Context: an optimization exercise on an open-source flow, tuned for small area. The choices shown serve that exercise and are no tape-out recipe. In this exercise RTL edits were held to simulation tests only and were not proved equivalent to the original. Power is estimated from default activity; no workload was simulated.

== main ==
==> flow/design.v (excerpt) <==
module snn_cfg_loader #(
  parameter  int unsigned M1        = 24,
  parameter  int unsigned N1        = 8,
  parameter  int unsigned N2        = 2,
  parameter  int unsigned WBITS     = 2,
  parameter  int unsigned DBITS     = 3,
  parameter  int unsigned PBITS     = 2,
  parameter  int unsigned BUS_W     = 8,
  localparam int unsigned CFG_BITS  = (N1*M1 + N2*N1)*(WBITS + DBITS + 1) + 3*PBITS,
  localparam int unsigned CFG_WORDS = (CFG_BITS + BUS_W - 1) / BUS_W,
  localparam int unsigned CNT_W     = (CFG_WORDS > 1) ? $clog2(CFG_WORDS) : 1
) (
  input  logic                      clk,
  input  logic                      reset,
  input  logic                      cfg_start,
  input  logic                      cfg_valid,
  input  logic [BUS_W-1:0]          cfg_data,
  output logic                      cfg_ready,
  input  logic                      enable,
  output logic                      net_enable,
  output logic [N1*M1*WBITS-1:0]    weights1,
  output logic [N2*N1*WBITS-1:0]    weights2,
  output logic [N1*M1*DBITS-1:0]    delay_values1,
  output logic [N1*M1-1:0]          delays1,
  output logic [N2*N1*DBITS-1:0]    delay_values2,
  output logic [N2*N1-1:0]          delays2,
  output logic [PBITS-1:0]          threshold,
  output logic [PBITS-1:0]          decay,
  output logic [PBITS-1:0]          refractory_period,
  output logic                      cfg_loaded,
  output logic                      commit_done,
  output logic                      load_abort,
  output logic                      busy
  ,
  input  logic [CNT_W-1:0]          rb_addr,
  output logic [BUS_W-1:0]          rb_data
);
Settings: LEC_CHECK=0, CAP_MARGIN=20, CORE_MARGIN=2, CORE_UTILIZATION=52, CTS_BUF_LIST=sky130_fd_sc_hd__clkbuf_8, CTS_CLUSTER_DIAMETER=45, CTS_CLUSTER_SIZE=16, SLEW_MARGIN=20, SYNTH_HIERARCHICAL=1, SYNTH_MINIMUM_KEEP_SIZE=0; clock period 5.0 ns.
standard.sh (not shown) runs the stock make flow with config.mk's settings and CLKGATE_MAP_FILE= SYNTH_SCRIPT=/design/flow/synth_recipe.tcl, a recipe that flattens the netlist after the stock synthesis.
==> flow/flow/run.sh <==
#!/bin/bash
# Standard layout, with two changes: port buffers use the smallest buffer
# cell, and clock tree synthesis inserts no dummy loads.
set -euo pipefail
cd "$(dirname "${BASH_SOURCE[0]}")/.."
bash standard.sh finish \
  "BUFFER_PORTS_ARGS=-buffer_cell sky130_fd_sc_hd__buf_1" \
  "CTS_ARGS=-sink_clustering_enable -repair_clock_nets -dont_use_dummy_load -buf_list {sky130_fd_sc_hd__clkbuf_8} -sink_clustering_size 16 -sink_clustering_max_diameter 45" \
  > standard_flow.log 2>&1
> inputs changed (main -> the feature branch)
==> flow/flow/run.sh <==
#!/bin/bash
# Standard layout, with two changes: port buffers use the smallest buffer
# cell, and clock tree synthesis inserts no dummy loads.
set -euo pipefail
cd "$(dirname "${BASH_SOURCE[0]}")/.."
bash standard.sh finish \
  "BUFFER_PORTS_ARGS=-buffer_cell sky130_fd_sc_hd__buf_1" \
  "CTS_ARGS=-sink_clustering_enable -repair_clock_nets -dont_use_dummy_load -buf_list {sky130_fd_sc_hd__clkbuf_4 sky130_fd_sc_hd__clkbuf_8} -sink_clustering_size 17 -sink_clustering_max_diameter 55" \
  > standard_flow.log 2>&1
--- a/flow/config.mk
+++ b/flow/config.mk
@@ -6,11 +6,11 @@
 export NUM_CORES = 4
 export LEC_CHECK = 0
-export CAP_MARGIN = 20
+export CAP_MARGIN = 5
 export CORE_MARGIN = 2
 export CORE_UTILIZATION = 52
-export CTS_BUF_LIST = sky130_fd_sc_hd__clkbuf_8
-export CTS_CLUSTER_DIAMETER = 45
-export CTS_CLUSTER_SIZE = 16
-export SLEW_MARGIN = 20
+export CTS_BUF_LIST = sky130_fd_sc_hd__clkbuf_4 sky130_fd_sc_hd__clkbuf_8
+export CTS_CLUSTER_DIAMETER = 55
+export CTS_CLUSTER_SIZE = 17
+export SLEW_MARGIN = 5
 export SYNTH_HIERARCHICAL = 1
 export SYNTH_MINIMUM_KEEP_SIZE = 0
Notes after the runs:
main → the feature branch: time the final worst path needs with I/O delays and setup fell by 0.018 ns, horizontal die dimension stayed essentially flat. Diff main -> the feature branch: met2 capacity usage during global routing rose by 0.19 points, combinational share of power stayed essentially flat, number of clock buffers in the layout fell by 42, sum of routed wire length over all layers stayed essentially flat, total power of the final layout fell by 2.9%.

-- re-timing with driven ports --
No port has a modelled driver above. Below, the same layouts with a new extraction and two added sets of constraints.
Step 1: set_driving_cell puts a clkbuf_16 on clk and a buf_2 on each other input, an assumption about the parent block.
Step 2 adds t to the input delays and takes it off the output delays; t is the mean of the earliest and latest rising clock arrival at the registers after step 1. Input paths then give back, and output paths get back, about the clock's delay inside the block.
a / b / c = no drivers / after step 1 / after step 2; a / b = the first two.
| run | shift t [ns] | setup slack, ns | worst setup path after step 2 | cell pins on the clock port's net |
|---|---|---|---|---|
| main | 1.043 | 0.732 / 0.798 / -0.245 | input to register | 1 |
| the feature branch | 0.996 | 0.750 / 0.811 / -0.184 | input to register | 1 |
With both steps, setup timing fails in main and the feature branch, where it was met with ideal ports. For main, which loses most, drivers alone change the setup slack by +0.066 ns; drivers and shift together by -0.977 ns.
